This is an optimization exercise on Yosys and OpenROAD, whose aim is small area, a short achievable clock period and few clock cycles per item, not a production implementation.
In this exercise RTL edits were held to simulation tests only and were not proved equivalent to the original.
No activity file was given, so power comes from the tool's default toggle rates.

**design/flow/config.mk**
```make
export PLATFORM = sky130hd
export DESIGN_NAME = first_fit_extent_allocator_top
export DESIGN_NICKNAME = first_fit_extent_allocator_top
export VERILOG_FILES = /design/flow/design.v
export SDC_FILE = /design/flow/constraint.sdc
export NUM_CORES = 4
export LEC_CHECK = 0
export CAP_MARGIN = 20
export CORE_MARGIN = 2
export CORE_UTILIZATION = 55
export PLACE_DENSITY = 0.72
export SETUP_SLACK_MARGIN = 0.1
export SLEW_MARGIN = 20
```
**design/flow/constraint.sdc**
```tcl
create_clock -name core_clock -period 10.0 [get_ports {clk}]
set_input_delay 2.0000 -clock core_clock [delete_from_list [all_inputs] [get_ports {clk}]]
set_output_delay 2.0000 -clock core_clock [all_outputs]
set_load 0.01 [all_outputs]
```
**design/flow/design.v**
```verilog
package ffea_pkg;
	localparam int MaxExtents = 64;
	localparam int OffsetBits = 32;
	localparam int IdxBits = $clog2(MaxExtents);
	localparam int CntBits = $clog2(MaxExtents + 1);
	localparam logic OP_ALLOC = 1'b0;
	localparam logic OP_FREE = 1'b1;
	localparam logic [1:0] ST_OK = 2'd0;
	localparam logic [1:0] ST_OVERLAP = 2'd1;
	localparam logic [1:0] ST_FULL = 2'd2;
	localparam logic [1:0] ST_EXHAUSTED = 2'd3;
	typedef logic [OffsetBits-1:0] off_t;
	typedef logic [IdxBits-1:0] idx_t;
	typedef logic [CntBits-1:0] cnt_t;
endpackage
module ffea_ext_mem (
	input logic clk,
	input logic arst_n,
	input logic [ffea_pkg::MaxExtents-1:0] sel_l,    
	input logic [ffea_pkg::MaxExtents-1:0] sel_r,    
	input logic [ffea_pkg::MaxExtents-1:0] sel_re,   
	input logic [ffea_pkg::MaxExtents-1:0] sel_p,    
	input logic [ffea_pkg::MaxExtents-1:0] sel_t,    
	input logic [ffea_pkg::MaxExtents-1:0] sel_e,    
	input ffea_pkg::off_t new_p,
	input ffea_pkg::off_t new_e,
	input logic [ffea_pkg::MaxExtents-1:0][ffea_pkg::OffsetBits-1:0] new_t,
	output logic [ffea_pkg::MaxExtents-1:0][ffea_pkg::OffsetBits-1:0] s_q,
	output logic [ffea_pkg::MaxExtents-1:0][ffea_pkg::OffsetBits-1:0] e_q,
	output logic [ffea_pkg::MaxExtents-1:0] v_q
);
	localparam int N = ffea_pkg::MaxExtents;
	for (genvar j = 0; j < N; j++) begin : g_ent
		ffea_pkg::off_t s_l, e_l, s_r, e_r;
		logic v_l, v_r;
		if (j == 0) begin : g_lo
			assign s_l = '0;
			assign e_l = '0;
			assign v_l = 1'b0;
		end else begin : g_lo
			assign s_l = s_q[j-1];
			assign e_l = e_q[j-1];
			assign v_l = v_q[j-1];
		end
		if (j == N - 1) begin : g_hi
			assign s_r = '0;
			assign e_r = '0;
			assign v_r = 1'b0;
		end else begin : g_hi
			assign s_r = s_q[j+1];
			assign e_r = e_q[j+1];
			assign v_r = v_q[j+1];
		end
		logic s_hold, e_hold;
		assign s_hold = !(sel_l[j] || sel_r[j] || sel_p[j] || sel_t[j]);
		assign e_hold = !(sel_l[j] || sel_r[j] || sel_re[j] || sel_e[j]);
		always_ff @(posedge clk) begin
			s_q[j] <= ({32{sel_l[j]}} & s_l) | ({32{sel_r[j]}} & s_r) |
				({32{sel_p[j]}} & new_p) | ({32{sel_t[j]}} & new_t[j]) |
				({32{s_hold}} & s_q[j]);
			e_q[j] <= ({32{sel_l[j]}} & e_l) | ({32{sel_r[j] || sel_re[j]}} & e_r) |
				({32{sel_e[j]}} & new_e) | ({32{e_hold}} & e_q[j]);
		end
		always_ff @(posedge clk or negedge arst_n) begin
			if (!arst_n) v_q[j] <= 1'b0;
			else if (sel_l[j]) v_q[j] <= v_l;
			else if (sel_r[j]) v_q[j] <= v_r;
			else if (sel_p[j]) v_q[j] <= 1'b1;
		end
	end
endmodule
module ffea_ctrl (
	input logic clk,
	input logic arst_n,
	input logic in_valid,
	output logic in_stall,
	input logic opcode,
	input ffea_pkg::off_t position,
	input ffea_pkg::off_t length,
	output logic out_valid,
	input logic out_stall,
	output ffea_pkg::off_t offset,
	output logic [1:0] status
);
	localparam int N = ffea_pkg::MaxExtents;
	logic rq_v, rq_free, rq_empty, rq_len0;
	ffea_pkg::off_t rq_p, rq_len, rq_e, rq_lf, rq_b;
	logic res_v;
	ffea_pkg::off_t res_off;
	logic [1:0] res_st;
	ffea_pkg::off_t eos_q;
	logic fire, accept;
	assign fire = rq_v && (!res_v || !out_stall);
	assign in_stall = rq_v && !fire;
	assign accept = in_valid && !in_stall;
	assign out_valid = res_v;
	assign offset = res_off;
	assign status = res_st;
	logic [ffea_pkg::OffsetBits:0] in_sum;
	ffea_pkg::off_t in_end;
	assign in_sum = {1'b0, position} + {1'b0, length};
	assign in_end = in_sum[ffea_pkg::OffsetBits] ? '1 : in_sum[ffea_pkg::OffsetBits-1:0];
	always_ff @(posedge clk or negedge arst_n) begin
		if (!arst_n) begin
			rq_v <= 1'b0;
			rq_free <= 1'b0;
			rq_empty <= 1'b0;
			rq_len0 <= 1'b0;
			rq_p <= '0;
			rq_len <= '0;
			rq_e <= '0;
			rq_lf <= '0;
			rq_b <= '0;
		end else begin
			rq_v <= accept || (rq_v && !fire);
			if (accept) begin
				rq_free <= (opcode == ffea_pkg::OP_FREE);
				rq_p <= position;
				rq_len <= length;
				rq_len0 <= (length == '0);
				rq_e <= in_end;
				rq_lf <= in_sum[ffea_pkg::OffsetBits] ? ~position : length;
				rq_b <= (opcode == ffea_pkg::OP_FREE) ? ~position : length;
				rq_empty <= (in_end == position);
			end
		end
	end
	logic [N-1:0][ffea_pkg::OffsetBits-1:0] s_q, e_q, t_sum;
	logic [N-1:0] v_q;
	logic [N-1:0] sel_l, sel_r, sel_re, sel_p, sel_t, sel_e;
	ffea_ext_mem u_mem (
		.clk(clk), .arst_n(arst_n),
		.sel_l(sel_l), .sel_r(sel_r), .sel_re(sel_re),
		.sel_p(sel_p), .sel_t(sel_t), .sel_e(sel_e),
		.new_p(rq_p), .new_e(rq_e), .new_t(t_sum),
		.s_q(s_q), .e_q(e_q), .v_q(v_q)
	);
	logic [N-1:0] c_lt, c_eq, eq_p, match;
	logic [N:0] pa, pb, pc;
	for (genvar j = 0; j < N; j++) begin : g_ent
		logic [ffea_pkg::OffsetBits:0] sum;
		ffea_pkg::off_t y;
		assign sum = {1'b0, s_q[j]} + {1'b0, rq_b} + {{ffea_pkg::OffsetBits{1'b0}}, rq_free};
		assign t_sum[j] = sum[ffea_pkg::OffsetBits-1:0];
		assign y = rq_free ? rq_lf : e_q[j];
		assign c_lt[j] = sum[ffea_pkg::OffsetBits-1:0] < y;
		assign c_eq[j] = sum[ffea_pkg::OffsetBits-1:0] == y;
		assign eq_p[j] = e_q[j] == rq_p;
		assign match[j] = rq_free ? (!v_q[j] || sum[ffea_pkg::OffsetBits]) :
			(v_q[j] && !sum[ffea_pkg::OffsetBits] && (c_lt[j] || c_eq[j]));
		assign pa[j] = v_q[j] && c_lt[j];
		assign pb[j] = v_q[j] && c_eq[j];
		if (j == 0) begin : g_pc0
			assign pc[j] = 1'b0;
		end else begin : g_pc
			assign pc[j] = eq_p[j-1];
		end
	end
	assign pa[N] = 1'b0;
	assign pb[N] = 1'b0;
	assign pc[N] = eq_p[N-1];
	logic [7:0][N:0] am, ap, bp, cp;
	assign am[0] = {1'b1, match};
	assign ap[0] = pa;
	assign bp[0] = pb;
	assign cp[0] = pc;
	for (genvar l = 0; l < 7; l++) begin : g_pre
		for (genvar j = 0; j <= N; j++) begin : g_bit
			if (j >= (1 << l)) begin : g_op
				assign am[l+1][j] = am[l][j] || am[l][j-(1<<l)];
				assign ap[l+1][j] = am[l][j-(1<<l)] ? ap[l][j-(1<<l)] : ap[l][j];
				assign bp[l+1][j] = am[l][j-(1<<l)] ? bp[l][j-(1<<l)] : bp[l][j];
				assign cp[l+1][j] = am[l][j-(1<<l)] ? cp[l][j-(1<<l)] : cp[l][j];
			end else begin : g_pass
				assign am[l+1][j] = am[l][j];
				assign ap[l+1][j] = ap[l][j];
				assign bp[l+1][j] = bp[l][j];
				assign cp[l+1][j] = cp[l][j];
			end
		end
	end
	logic [N:0] below, hit, fa, fb, fc;
	assign below = {am[7][N-1:0], 1'b0};
	assign fa = {ap[7][N-1:0], 1'b0};
	assign fb = {bp[7][N-1:0], 1'b0};
	assign fc = {cp[7][N-1:0], 1'b0};
	assign hit = am[0] & ~below;
	ffea_pkg::off_t hit_s;
	always_comb begin
		hit_s = '0;
		for (int j = 0; j < N; j++) begin
			hit_s = hit_s | ({32{hit[j]}} & s_q[j]);
		end
	end
	logic al_hit, al_exh, g_a, g_b, g_c, full;
	assign al_hit = am[7][N-1];
	assign al_exh = rq_len > ~eos_q;
	assign g_a = ap[7][N];
	assign g_b = bp[7][N];
	assign g_c = cp[7][N];
	assign full = v_q[N-1];
	logic go_al, go_fr, al_del;
	assign go_al = fire && !rq_free;
	assign go_fr = fire && rq_free && !rq_empty;
	assign al_del = !rq_len0;
	always_comb begin
		for (int j = 0; j < N; j++) begin
			sel_r[j] = (go_al && al_del && ((hit[j] && pb[j]) || (below[j] && fb[j]))) ||
				(go_fr && hit[j] && !pa[j] && pb[j] && pc[j]) ||
				(go_fr && below[j] && !fa[j] && fb[j] && fc[j]);
			sel_t[j] = go_al && hit[j] && !(al_del && pb[j]);
			sel_l[j] = go_fr && below[j] && !fa[j] && !fb[j] && !fc[j] && !full;
			sel_p[j] = go_fr && hit[j] && !pa[j] && !pc[j] && (pb[j] || !full);
			sel_re[j] = go_fr && hit[j+1] && !pa[j+1] && pb[j+1] && pc[j+1];
			sel_e[j] = (go_fr && hit[j] && !pa[j] && !pb[j] && !pc[j] && !full) ||
				(go_fr && hit[j+1] && !pa[j+1] && !pb[j+1] && pc[j+1]);
		end
	end
	always_ff @(posedge clk or negedge arst_n) begin
		if (!arst_n) begin
			res_v <= 1'b0;
			res_off <= '0;
			res_st <= ffea_pkg::ST_OK;
			eos_q <= '0;
		end else begin
			if (fire) begin
				res_v <= 1'b1;
				if (rq_free) begin
					res_off <= '0;
					res_st <= (!rq_empty && g_a) ? ffea_pkg::ST_OVERLAP :
						(!rq_empty && !g_b && !g_c && full) ? ffea_pkg::ST_FULL : ffea_pkg::ST_OK;
				end else if (al_hit) begin
					res_off <= hit_s;
					res_st <= ffea_pkg::ST_OK;
				end else if (al_exh) begin
					res_off <= '0;
					res_st <= ffea_pkg::ST_EXHAUSTED;
				end else begin
					res_off <= eos_q;
					res_st <= ffea_pkg::ST_OK;
					eos_q <= eos_q + rq_len;
				end
			end else if (!out_stall) begin
				res_v <= 1'b0;
			end
		end
	end
endmodule
module first_fit_extent_allocator_top (
	input logic clk,
	input logic arst_n,
	input logic in_valid,
	output logic in_stall,
	input logic opcode,
	input logic [31:0] position,
	input logic [31:0] length,
	output logic out_valid,
	input logic out_stall,
	output logic [31:0] offset,
	output logic [1:0] status
);
	ffea_ctrl u_ctrl (
		.clk(clk), .arst_n(arst_n),
		.in_valid(in_valid), .in_stall(in_stall),
		.opcode(opcode), .position(position), .length(length),
		.out_valid(out_valid), .out_stall(out_stall),
		.offset(offset), .status(status)
	);
endmodule
```
**design/flow/run.sh**
```bash
#!/bin/bash
# synth_recipe.tcl (not shown) runs the flow's synth.tcl, then flattens the netlist and writes it again
# the make line also repeats each setting of config.mk as NAME=value (left out here)
make -C /OpenROAD-flow-scripts/flow DESIGN_CONFIG=/design/flow/config.mk WORK_HOME=/design/flow/orfs CLKGATE_MAP_FILE= SYNTH_SCRIPT=/design/flow/synth_recipe.tcl finish
```
==> out/qor.txt, run 1 <==
clock sinks - 4391
IO Port Bufs - 104
Ports - 105
syn nets - 55400
Die Width - 868 um
Run Error - [ERROR GRT-0116] Global routing finished with congestion. Check the congestion regions in the DRC Viewer.
Initial Utilization - 55.1%
#FFs+latches synth - 4391
gpl congestion - 1.61
placed insts - 65300
CTS Root Cell - clkbuf_16
global-route wire length before repair - 5010000 um
number of library cell types mapped by synthesis - 136
largest net degree at the start of global routing - 214
GR Overflow Total - 12300
DP HPWL - 2430000 um
Post-DP Area - 485000 um2
Hold Buf Count CTS - 0
synthesized area - 410000 um2
EDFF count, synth - 0
GR Util All Layers - 90.3%
maximum buffer depth of the clock tree - 4
sequential share of the synthesized area - 21.8%
Synth Flop Type - dfxtp_1
Halt Stage - global routing (5_1_grt)
cts bufs inserted - 538
Post-synth ARST share - 6.72%
Die H - 868 um
Row Count - 317
Post-Syn Instances - 51100
Avg Inst Size Synth - 8.04 um2
status - aborted with a tool error
vias in the first global route - 589000
H-tree levels - 6
Place WS - -2.17 ns
Syn. warnings - 2
==> routing by layer <==
layer  GRT usage, %  overflow
met5           79.5       187
met4           88.4      3187
met3           87.1      1583
met2           96.5      6030
met1           88.7      1318
==> cells in the mapped netlist (299+ instances only) <==
cell type	instances	area, um2
buf_1	343	1290
o21bai_1	358	2690
a22oi_1	896	6730
nor2b_1	399	2500
clkbuf_1	2941	11000
o211ai_1	491	3690
o21ai_0	1779	8900
nand2_1	5008	18800
xor2_1	1681	14700
buf_2	299	1500
xnor2_1	2221	19500
a21oi_1	4983	24900
dfxtp_1	4096	82000
a22o_1	2115	18500
and3_1	318	1990
a221o_1	2907	29100
a221oi_1	477	4180
o21a_1	415	3120
inv_1	1472	5530
nor4_1	601	3760
nor2_1	2079	7800
a211oi_1	372	2790
nor3_1	804	4020
nand3_1	1832	9170
nand4_1	997	6240
a21o_1	1241	9320
ha_1	4097	51300
a222oi_1	1190	11900
nand2b_1	387	2420
and2_1	587	3670
==> power groups by stage <==
stage / combinational (mW) / clock (mW) / sequential, mW
detailed placement: 127 / 0 / 39.3
CTS: 130 / 21.3 / 39.0
floorplan: 65.5 / 0 / 29.6
global placement: 122 / 0 / 39.2
==> how the worst min path moves through the flow <==
stage                                   end  cells past startpoint
after CTS                 u_ctrl.rq_len[11]                      2
after detailed placement  u_ctrl.rq_len[18]                      2
after global placement    u_ctrl.rq_len[29]                      2
after floorplan            u_ctrl.rq_lf[10]                      2
==> logic make-up after synthesis <==
kind of cell | share of synthesized area [%]
compound gates | 35.2
xor+xnor | 8.33
fa+ha+maj | 13.1
buf+inv | 4.75
flops | 21.8
mux | 0.508
simple gates | 16.3
==> timing repair <==
action                                   CTS
cloned                                     8
resized for setup                        897
pin swaps                                338
endpoints found under the setup margin  4088
buffers inserted                         268
Testbench counts, summed over its fixed seeds: cycles 9,616, items 9,600.
==> run 2, diff against run 1 <==
--- a/design/flow/design.v
+++ b/design/flow/design.v
@@ -91,4 +91,5 @@
 	ffea_pkg::off_t eos_q;
+	logic ph_q;
 	logic fire, accept;
-	assign fire = rq_v && (!res_v || !out_stall);
+	assign fire = rq_v && ph_q && (!res_v || !out_stall);
 	assign in_stall = rq_v && !fire;
@@ -105,2 +106,3 @@
 			rq_v <= 1'b0;
+			ph_q <= 1'b0;
 			rq_free <= 1'b0;
@@ -115,2 +117,3 @@
 			rq_v <= accept || (rq_v && !fire);
+			ph_q <= rq_v && !fire;
 			if (accept) begin
@@ -137,4 +140,4 @@
 	);
-	logic [N-1:0] c_lt, c_eq, eq_p, match;
-	logic [N:0] pa, pb, pc;
+	logic [N-1:0] c_lt, c_eq, eq_p, match_d, match;
+	logic [N:0] pa_d, pb_d, pc_d, pa, pb, pc;
 	for (genvar j = 0; j < N; j++) begin : g_ent
@@ -148,15 +151,21 @@
 		assign eq_p[j] = e_q[j] == rq_p;
-		assign match[j] = rq_free ? (!v_q[j] || sum[ffea_pkg::OffsetBits]) :
+		assign match_d[j] = rq_free ? (!v_q[j] || sum[ffea_pkg::OffsetBits]) :
 			(v_q[j] && !sum[ffea_pkg::OffsetBits] && (c_lt[j] || c_eq[j]));
-		assign pa[j] = v_q[j] && c_lt[j];
-		assign pb[j] = v_q[j] && c_eq[j];
+		assign pa_d[j] = v_q[j] && c_lt[j];
+		assign pb_d[j] = v_q[j] && c_eq[j];
 		if (j == 0) begin : g_pc0
-			assign pc[j] = 1'b0;
+			assign pc_d[j] = 1'b0;
 		end else begin : g_pc
-			assign pc[j] = eq_p[j-1];
-		end
-	end
-	assign pa[N] = 1'b0;
-	assign pb[N] = 1'b0;
-	assign pc[N] = eq_p[N-1];
+			assign pc_d[j] = eq_p[j-1];
+		end
+	end
+	assign pa_d[N] = 1'b0;
+	assign pb_d[N] = 1'b0;
+	assign pc_d[N] = eq_p[N-1];
+	always_ff @(posedge clk) begin
+		match <= match_d;
+		pa <= pa_d;
+		pb <= pb_d;
+		pc <= pc_d;
+	end
 	logic [7:0][N:0] am, ap, bp, cp;
--- a/design/flow/config.mk
+++ b/design/flow/config.mk
@@ -9,4 +9,3 @@
 export CORE_MARGIN = 2
-export CORE_UTILIZATION = 55
-export PLACE_DENSITY = 0.72
+export CORE_UTILIZATION = 40
 export SETUP_SLACK_MARGIN = 0.1
==> run 2 against run 1 <==
The flow again stops in global routing (5_1_grt). Synthesized cell count increased by 2.1%. Area after synthesis decreased by 0.34%.
==> out/qor.txt, run 2 <==
Syn. warnings - 2 (unchanged)
Die Width - 1020 um (+17%)
post-CTS setup buffer count - 0 (-100%)
count leader, synth - nand2_1
status - aborted with a tool error
maximum buffer depth of the clock tree - 5 (+1)
Post-synth ARST share - 6.37% (-0.35 points)
clock sinks - 4648 (+5.9%)
EDFF count, synth - 0 (unchanged)
post-cts resize count - 0 (-100%)
largest net degree at the start of global routing - 150
Ports - 105 (unchanged)
synthesized area - 409000 um2 (-0.34%)
GR Util All Layers - 82.5%
post-synth top area share - 21.3% (+1.3 points)
Avg Inst Size Synth - 7.85 um2 (-2.3%)
cts bufs inserted - 633 (+18%)
Die H - 1020 um (+17%)
GR Overflow Total - 4238
number of library cell types mapped by synthesis - 125 (-8.1%)
Hold Buf Count CTS - 0 (unchanged)
Post-Syn Instances - 52100 (+2.1%)
CTS Root Cell - clkbuf_16
gpl congestion - 1.26 (-22%)
vias in the first global route - 530000
placed insts - 65100 (-0.30%)
IO Port Bufs - 104 (unchanged)
synth cell count leaders - nand2_1 (8289), a21oi_1 (4473), dfxtp_1 (4352)
syn nets - 56400 (+1.9%)
#FFs+latches synth - 4648 (+5.9%)
Area contributors post-synth - dfxtp_1 (21%), ha_1 (13%), a222oi_1 (7.6%), nand2_1 (7.6%), a21oi_1 (5.5%)
Run Error - [ERROR GRT-0116] Global routing finished with congestion. Check the congestion regions in the DRC Viewer.
Row Count - 371 (+17%)
Synth Flop Type - dfxtp_1
DP HPWL - 3090000 um (+27%)
area leader, netlist - dfxtp_1
H-tree levels - 6 (unchanged)
global-route wire length before repair - 5900000 um
Halt Stage - global routing (5_1_grt)
Initial Utilization - 40.1% (-15 points)
sequential share of the synthesized area - 23.1% (+1.3 points)
[run 2: layer usage]
layer / track usage [%] / overflow
met4: 83.2 / 1522
met5: 40.8 / 28
met3: 70.4 / 178
met2: 94.1 / 2355
met1: 83.7 / 155
[run 2: logic make-up after synthesis]
group,count (synthesis),synth area share (%)
AND/OR/NAND/NOR,17200,19.5
XOR/XNOR,3825,8.19
adder cells (fa/ha/maj),4227,13.2
flip-flops,4648,23.1
buffers and inverters,4949,4.69
multiplexers,501,1.27
AO/OA/AOI/OAI,16800,30.0
[run 2: power by group through the flow]
stage          combinational, mW  clock (mW)  sequential, mW
2_1_floorplan               61.4           0            24.2
3_5_place_dp                 113           0            30.2
4_1_cts                      114        25.0            29.8
3_3_place_gp                 114           0            30.3
[run 2: stage by stage]
stage | utilization [%] | power [mW] | area, um2 | worst slack, ns
CTS | 45.4 | 169 | 463000 | 1.83
global placement | 43.2 | 144 | 440000 | 0.119
detailed placement | 43.2 | 143 | 441000 | 1.55
floorplan | - | 85.6 | 409000 | 1.43
[run 2: worst max path at each step]
stage                        endpoint  slack, ns  cells after the start
2_1_floorplan         u_ctrl.match[1]       1.43                     28
3_3_place_gp   u_ctrl.u_mem.e_q[1395]       0.12                     12
3_5_place_dp    u_ctrl.u_mem.e_q[415]       1.55                     16
4_1_cts            u_ctrl.res_off[12]       1.83                     15
Testbench counts of run 2, summed over its fixed seeds: cycles 19,216, items 9,600.
==> run 3, diff against run 2 <==
--- a/design/flow/design.v
+++ b/design/flow/design.v
@@ -87,9 +87,16 @@
 	ffea_pkg::off_t rq_p, rq_len, rq_e, rq_lf, rq_b;
-	logic res_v;
-	ffea_pkg::off_t res_off;
-	logic [1:0] res_st;
+	localparam int G = ffea_pkg::MaxExtents / 8;
+	logic gr_v;
+	logic [G:0][ffea_pkg::OffsetBits-1:0] gr_off;
+	logic [1:0] gr_st;
+	logic res_v, sk_v;
+	ffea_pkg::off_t res_off, sk_off;
+	logic [1:0] res_st, sk_st;
+	ffea_pkg::off_t res_off_d;
 	ffea_pkg::off_t eos_q;
 	logic ph_q;
-	logic fire, accept;
-	assign fire = rq_v && ph_q && (!res_v || !out_stall);
+	logic fire, accept, move, take;
+	assign move = gr_v && !sk_v;
+	assign fire = rq_v && ph_q && (!gr_v || !sk_v);
+	assign take = res_v && !out_stall;
 	assign in_stall = rq_v && !fire;
@@ -170,8 +177,15 @@
 	end
-	logic [7:0][N:0] am, ap, bp, cp;
+	logic go_al, go_fr, al_del, full;
+	assign go_al = fire && !rq_free;
+	assign go_fr = fire && rq_free && !rq_empty;
+	assign al_del = !rq_len0;
+	assign full = v_q[N-1];
+	logic [N:0] dl, dr;
+	assign dl = rq_free ? (~pa & ~pb & ~pc & {(N+1){!full}}) : '0;
+	assign dr = rq_free ? (~pa & pb & pc) : (pb & {(N+1){al_del}});
+	logic [7:0][N:0] am, lp, rp;
 	assign am[0] = {1'b1, match};
-	assign ap[0] = pa;
-	assign bp[0] = pb;
-	assign cp[0] = pc;
-	for (genvar l = 0; l < 7; l++) begin : g_pre
+	assign lp[0] = dl;
+	assign rp[0] = dr;
+	for (genvar l = 0; l < 6; l++) begin : g_pre
 		for (genvar j = 0; j <= N; j++) begin : g_bit
@@ -179,10 +193,8 @@
 				assign am[l+1][j] = am[l][j] || am[l][j-(1<<l)];
-				assign ap[l+1][j] = am[l][j-(1<<l)] ? ap[l][j-(1<<l)] : ap[l][j];
-				assign bp[l+1][j] = am[l][j-(1<<l)] ? bp[l][j-(1<<l)] : bp[l][j];
-				assign cp[l+1][j] = am[l][j-(1<<l)] ? cp[l][j-(1<<l)] : cp[l][j];
+				assign lp[l+1][j] = am[l][j-(1<<l)] ? lp[l][j-(1<<l)] : lp[l][j];
+				assign rp[l+1][j] = am[l][j-(1<<l)] ? rp[l][j-(1<<l)] : rp[l][j];
 			end else begin : g_pass
 				assign am[l+1][j] = am[l][j];
-				assign ap[l+1][j] = ap[l][j];
-				assign bp[l+1][j] = bp[l][j];
-				assign cp[l+1][j] = cp[l][j];
+				assign lp[l+1][j] = lp[l][j];
+				assign rp[l+1][j] = rp[l][j];
 			end
@@ -190,36 +202,39 @@
 	end
-	logic [N:0] below, hit, fa, fb, fc;
-	assign below = {am[7][N-1:0], 1'b0};
-	assign fa = {ap[7][N-1:0], 1'b0};
-	assign fb = {bp[7][N-1:0], 1'b0};
-	assign fc = {cp[7][N-1:0], 1'b0};
+	logic [N:0] below, hit;
+	logic [N-1:0] fl, fr;
+	assign below = {am[6][N-1:0], 1'b0};
+	assign fl = {lp[6][N-2:0], 1'b0};
+	assign fr = {rp[6][N-2:0], 1'b0};
 	assign hit = am[0] & ~below;
-	ffea_pkg::off_t hit_s;
+	logic [G-1:0][ffea_pkg::OffsetBits-1:0] grp_s;
 	always_comb begin
-		hit_s = '0;
-		for (int j = 0; j < N; j++) begin
-			hit_s = hit_s | ({32{hit[j]}} & s_q[j]);
+		for (int g = 0; g < G; g++) begin
+			grp_s[g] = '0;
+			for (int k = 0; k < 8; k++) begin
+				grp_s[g] = grp_s[g] | ({32{hit[8*g+k]}} & s_q[8*g+k]);
+			end
 		end
 	end
-	logic al_hit, al_exh, g_a, g_b, g_c, full;
-	assign al_hit = am[7][N-1];
+	logic al_hit, al_exh, g_a, g_b, g_c;
+	assign al_hit = below[N];
 	assign al_exh = rq_len > ~eos_q;
-	assign g_a = ap[7][N];
-	assign g_b = bp[7][N];
-	assign g_c = cp[7][N];
-	assign full = v_q[N-1];
-	logic go_al, go_fr, al_del;
-	assign go_al = fire && !rq_free;
-	assign go_fr = fire && rq_free && !rq_empty;
-	assign al_del = !rq_len0;
+	always_comb begin
+		g_a = 1'b0;
+		g_b = 1'b0;
+		g_c = 1'b0;
+		for (int j = 0; j <= N; j++) begin
+			g_a = g_a | (hit[j] & pa[j]);
+			g_b = g_b | (hit[j] & pb[j]);
+			g_c = g_c | (hit[j] & pc[j]);
+		end
+	end
 	always_comb begin
 		for (int j = 0; j < N; j++) begin
-			sel_r[j] = (go_al && al_del && ((hit[j] && pb[j]) || (below[j] && fb[j]))) ||
-				(go_fr && hit[j] && !pa[j] && pb[j] && pc[j]) ||
-				(go_fr && below[j] && !fa[j] && fb[j] && fc[j]);
-			sel_t[j] = go_al && hit[j] && !(al_del && pb[j]);
-			sel_l[j] = go_fr && below[j] && !fa[j] && !fb[j] && !fc[j] && !full;
+			sel_r[j] = (go_al && ((hit[j] && dr[j]) || (below[j] && fr[j]))) ||
+				(go_fr && ((hit[j] && dr[j]) || (below[j] && fr[j])));
+			sel_t[j] = go_al && hit[j] && !dr[j];
+			sel_l[j] = go_fr && below[j] && fl[j];
 			sel_p[j] = go_fr && hit[j] && !pa[j] && !pc[j] && (pb[j] || !full);
 			sel_re[j] = go_fr && hit[j+1] && !pa[j+1] && pb[j+1] && pc[j+1];
-			sel_e[j] = (go_fr && hit[j] && !pa[j] && !pb[j] && !pc[j] && !full) ||
+			sel_e[j] = (go_fr && hit[j] && dl[j]) ||
 				(go_fr && hit[j+1] && !pa[j+1] && !pb[j+1] && pc[j+1]);
@@ -229,2 +244,4 @@
 		if (!arst_n) begin
+			gr_v <= 1'b0;
+			gr_st <= ffea_pkg::ST_OK;
 			res_v <= 1'b0;
@@ -232,2 +249,5 @@
 			res_st <= ffea_pkg::ST_OK;
+			sk_v <= 1'b0;
+			sk_off <= '0;
+			sk_st <= ffea_pkg::ST_OK;
 			eos_q <= '0;
@@ -235,21 +255,49 @@
 			if (fire) begin
-				res_v <= 1'b1;
+				gr_v <= 1'b1;
+			end else if (move) begin
+				gr_v <= 1'b0;
+			end
+			if (fire) begin
 				if (rq_free) begin
-					res_off <= '0;
-					res_st <= (!rq_empty && g_a) ? ffea_pkg::ST_OVERLAP :
+					gr_st <= (!rq_empty && g_a) ? ffea_pkg::ST_OVERLAP :
 						(!rq_empty && !g_b && !g_c && full) ? ffea_pkg::ST_FULL : ffea_pkg::ST_OK;
-				end else if (al_hit) begin
-					res_off <= hit_s;
-					res_st <= ffea_pkg::ST_OK;
-				end else if (al_exh) begin
-					res_off <= '0;
-					res_st <= ffea_pkg::ST_EXHAUSTED;
+				end else if (!al_hit && al_exh) begin
+					gr_st <= ffea_pkg::ST_EXHAUSTED;
 				end else begin
-					res_off <= eos_q;
-					res_st <= ffea_pkg::ST_OK;
+					gr_st <= ffea_pkg::ST_OK;
+				end
+				if (!rq_free && !al_hit && !al_exh) begin
 					eos_q <= eos_q + rq_len;
 				end
-			end else if (!out_stall) begin
-				res_v <= 1'b0;
 			end
+			if (move && (!res_v || (take && !sk_v))) begin
+				res_v <= 1'b1;
+				res_st <= gr_st;
+				res_off <= res_off_d;
+			end else if (take) begin
+				res_v <= sk_v;
+				res_st <= sk_st;
+				res_off <= sk_off;
+			end
+			if (move && res_v && !take) begin
+				sk_v <= 1'b1;
+				sk_st <= gr_st;
+				sk_off <= res_off_d;
+			end else if (take) begin
+				sk_v <= 1'b0;
+			end
+		end
+	end
+	always_comb begin
+		res_off_d = '0;
+		for (int g = 0; g <= G; g++) begin
+			res_off_d = res_off_d | gr_off[g];
+		end
+	end
+	always_ff @(posedge clk) begin
+		if (fire) begin
+			for (int g = 0; g < G; g++) begin
+				gr_off[g] <= (!rq_free && al_hit) ? grp_s[g] : '0;
+			end
+			gr_off[G] <= (!rq_free && !al_hit && !al_exh) ? eos_q : '0;
 		end
--- a/design/flow/config.mk
+++ b/design/flow/config.mk
@@ -8,5 +8,8 @@
 export CAP_MARGIN = 20
+export CELL_PAD_IN_SITES_DETAIL_PLACEMENT = 1
+export CELL_PAD_IN_SITES_GLOBAL_PLACEMENT = 1
 export CORE_MARGIN = 2
-export CORE_UTILIZATION = 40
-export SETUP_SLACK_MARGIN = 0.1
+export CORE_UTILIZATION = 28
+export PLACE_DENSITY = 0.42
+export SETUP_SLACK_MARGIN = 4.0
 export SLEW_MARGIN = 20
==> run 3 against run 2 <==
Area after synthesis up 2.0%. Synthesized cell count up 0.47%. The run now finishes clean.
==> out/qor.txt, run 3 <==
Worst-Margin Slew - 1.43 ns
FILL cells - 173000
Syn. warnings - 2 (unchanged)
Final setup viols - 0
most common cell type on the critical path - buf_4
synth cell count leaders - nand2_1 (8011), a21oi_1 (4626), dfxtp_1 (4352)
cts bufs inserted - 733 (+16%)
most common cell after layout, fill and taps aside - nand2_1
Row Count - 448 (+21%)
die area - 1500000 um2
CTS Root Cell - clkbuf_16
final hold violations - 0
#FFs+latches synth - 4974 (+7.0%)
count leader, synth - nand2_1
H-tree levels - 6 (unchanged)
Worst setup EP type - flip-flop
Layout area overhead - 19.0%
GR Util All Layers - 47.0%
maximum vdd ir drop - 0.516 mV
Pleak - 212 nW
most frequent cells in the layout - nand2_1 (7977), dfxtp_1 (4330), a21oi_1 (4307)
CP startpoint kind - flip-flop
routed wire length - 3720000 um
fin. max-slew vios - 0
clock sinks - 4974 (+7.0%)
Clock Pin Slew Worst Setup and Hold Paths - 0.06 ns
area leader, netlist - dfxtp_1
Post-synth ARST share - 6.71% (+0.35 points)
number of library cell types mapped by synthesis - 121 (-3.2%)
Reg area - 105000 um2
nets - 56700
Max Cap Viol - 0
Post-Syn Instances - 52400 (+0.47%)
highest clock rate - 155 MHz
relative slew slack - 4.98%
worst clock skew - 0.104 ns
post-synth top area share - 20.9% (-0.41 points)
worst-path cell chain - nor4_2 > nand2_1 > or3_2 > nor2_4 > buf_12 > and3_1 > buf_4 > nand3_2 > buf_4 > o21ai_4 > buf_4 > buf_12 > a31oi_1
Worst EP required - 10.84 ns
Synth Area in Simple Gates - 18.4% (-1.2 points)
Die H - 1220 um (+21%)
Place WS - 1.51 ns (-0.0387 ns)
clock latency on the worst-skew pair - 1.34 ns
1st-pass router iterations - 15
Die Width - 1220 um (+21%)
top flop regs - u_ctrl.u_mem.e_q x2048, u_ctrl.u_mem.s_q x2048, u_ctrl.gr_off x288
final worst setup slack - 3.55 ns
IO Port Bufs - 104 (unchanged)
Post-Synth Adder-Cell Area - 12.9% (-0.26 points)
worst setup path class - reg2reg
syn nets - 56700 (+0.43%)
fin crit share - 64.5%
routed len/inst - 50.6 um
pwr dens - 431 nW/um2
unrepaired setup endpoints after global routing - yes
CORE AREA - 1490000 um2
status - complete, no violations
largest family of logic cells by synthesized area - compound AO/OA/AOI/OAI gates
Area contributors post-synth - dfxtp_1 (21%), ha_1 (12%), a222oi_1 (7.4%), nand2_1 (7.2%), a21oi_1 (5.6%)
Util after Layout - 33.4%
detailed-route DRC error count - 0
initial antenna violation count - 556
mux contribution to synthesized area - 0.977% (-0.30 points)
sequential share of the synthesized area - 25.0% (+1.9 points)
vias in the first global route - 478000
routed vias - 509000
Hold Buf Count CTS - 0 (unchanged)
fin crit period - 6.45 ns
synthesized area - 417000 um2 (+2.0%)
slowest CP cell - or3_2
GR Overflow Total - 0
HP Class - reg2reg
Initial Utilization - 28.1% (-12 points)
multi-input logic area - 307000 um2
routed vias/inst - 6.93
post-route setup TNS - 0 ns
EDFF count, synth - 288 (+288)
slowest stage delay, CP - 0.78 ns
Avg Inst Size Synth - 7.96 um2 (+1.5%)
Ports - 105 (unchanged)
DR iter-0 viols - 93900
post-synthesis compound-gate area fraction - 30.2% (+0.18 points)
gpl congestion - 1.06 (-16%)
maximum buffer depth of the clock tree - 5 (unchanged)
layout cell share with drive strength beyond 1 - 12.6%
DP HPWL - 2980000 um (-3.8%)
largest net degree at the start of global routing - 137
Synth Flop Type - dfxtp_1
Crit Path Max Fanout - 66
Synth Area in XOR/XNOR - 8.01% (-0.18 points)
CTS tree - yes
Final ANT Viol Nets - 0
global-route wire length before repair - 4780000 um
critical path arrival - 7.29 ns
run 3: cell count changes after synthesis, moves of 103 or more:
cell      previous run  this run
nand2b_1           706       544
a221o_1           1021       918
clkbuf_1          3046      3269
a31oi_1            283       473
nand2_1           8289      8011
a21oi_1           4473      4626
nor2b_1            747       623
buf_2              304       187
nor2_1            2089      2275
nand3_1           1977      1830
a21o_1            1153      1415
edfxtp_1             0       288
nand4_1            896       783
run 3: repair_timing:
action | 4_1_cts | 5_1_grt
gates resized for setup | 1476 | 951
pin swaps | 330 | 479
endpoints found under the hold margin | 0 | 0
cloned | 13 | 2
setup endpoints to repair | 4294 | 1293
setup buffers | 345 | 262
run 3: critical path, delay by kind of cell (launching register included):
| family | cells | cell delay (ns) |
|---|---|---|
| compound gates | 2 | 0.72 |
| buf+inv | 5 | 1.51 |
| flops | 1 | 0.58 |
| simple gates | 6 | 2.62 |
run 3: power breakdown:
part / switching (mW) / internal (mW) / total [mW]
clock network: 12.3 / 16.4 / 28.7
logic: 100 / 42.2 / 142
registers: 17.4 / 25.2 / 42.6
run 3: cell families after synthesis:
logic type | Yosys count
adder cells (fa/ha/maj) | 4227
AND/OR/NAND/NOR | 16600
multiplexers | 394
flip-flops | 4974
XOR/XNOR | 3816
AO/OA/AOI/OAI | 17300
buffers and inverters | 5006
run 3: path summary, 6_finish.rpt:
kind | startpoint | to | slack [ns] | cells past startpoint
worst max-delay path | u_ctrl.match[26] | u_ctrl.gr_off[76] | 3.55 | 13
worst min-delay path | u_ctrl.rq_len[11] | u_ctrl.rq_len[11] | 0.48 | 2
worst max register to register | u_ctrl.match[26] | u_ctrl.gr_off[76] | 3.55 | 13
worst min register to register | u_ctrl.rq_len[11] | u_ctrl.rq_len[11] | 0.48 | 2
max in group asynchronous | arst_n | u_ctrl.rq_free | 6.85 | 3
min in group asynchronous | arst_n | u_ctrl.u_mem.v_q[63] | 0.87 | 1
run 3: layout make-up:
type,count,share of cell area [%]
Tap cell,19800,4.99
Timing Repair inverter,1,0.00177
Multi-Input combinational cell,42400,62.0
Clock buffer,1079,4.39
Timing Repair Buffer,3095,5.70
Sequential cell,4974,21.1
Clock inverter,269,0.622
Inverter,1243,0.949
Antenna cell,621,0.313
run 3: routing by layer:
| layer | track usage, % | wire (um) | vias to the layer above | share of wire (%) |
|---|---|---|---|---|
| met2 | 62.2 | 1410000 | 36900 | 38 |
| li1 | - | - | 201000 | - |
| met3 | 16.4 | 466000 | 7862 | 13 |
| met5 | 0.358 | 2370 | - | 0.064 |
| met1 | 62.5 | 1530000 | 264000 | 41 |
| met4 | 33.4 | 314000 | 262 | 8.4 |
run 3: metrics by stage:
| stage | hold slack, ns | instances | cell area (um2) | total power [mW] |
|---|---|---|---|---|
| 6_report | 0.485 | 73500 | 496000 | 214 |
| 5_1_grt | 0.511 | 73200 | 495000 | 217 |
| 4_1_cts | 0.485 | 72600 | 488000 | 203 |
| 3_5_place_dp | 0.471 | 70900 | 453000 | 170 |
| 3_3_place_gp | 0.466 | 70800 | 452000 | 168 |
| 2_1_floorplan | 0.442 | 52400 | 417000 | 99.2 |
Testbench counts of run 3, summed over its fixed seeds: cycles 19,224, items 9,600.

==> port drivers added, routing unchanged <==
The flow's constraints put no driver on any port. The routed layout listed below was extracted and timed again, unchanged, in two steps.
Step 1 (the two cells are an assumption about what drives the block):
set clk [get_ports {clk}]
set_driving_cell -lib_cell sky130_fd_sc_hd__clkbuf_16 $clk
set_driving_cell -lib_cell sky130_fd_sc_hd__buf_2 [delete_from_list [all_inputs] $clk]
Step 2 adds t to the input delays and takes it off the output delays; t is the mean of the earliest and latest rising clock arrival at the registers after step 1. Input paths then give back, and output paths get back, about the clock's delay inside the block.
Slacks: ideal ports / drivers / drivers and shift; pairs: ideal ports / drivers.
run: run 3
t, ns: 1.502
setup slack, ns: 3.547 / 3.547 / 2.978
clock arrival spread, ns: 0.104 / 0.104
After both steps setup and hold are still met in run 3. For run 3, drivers alone change the setup slack by 0.000 ns; drivers and shift together by -0.569 ns.
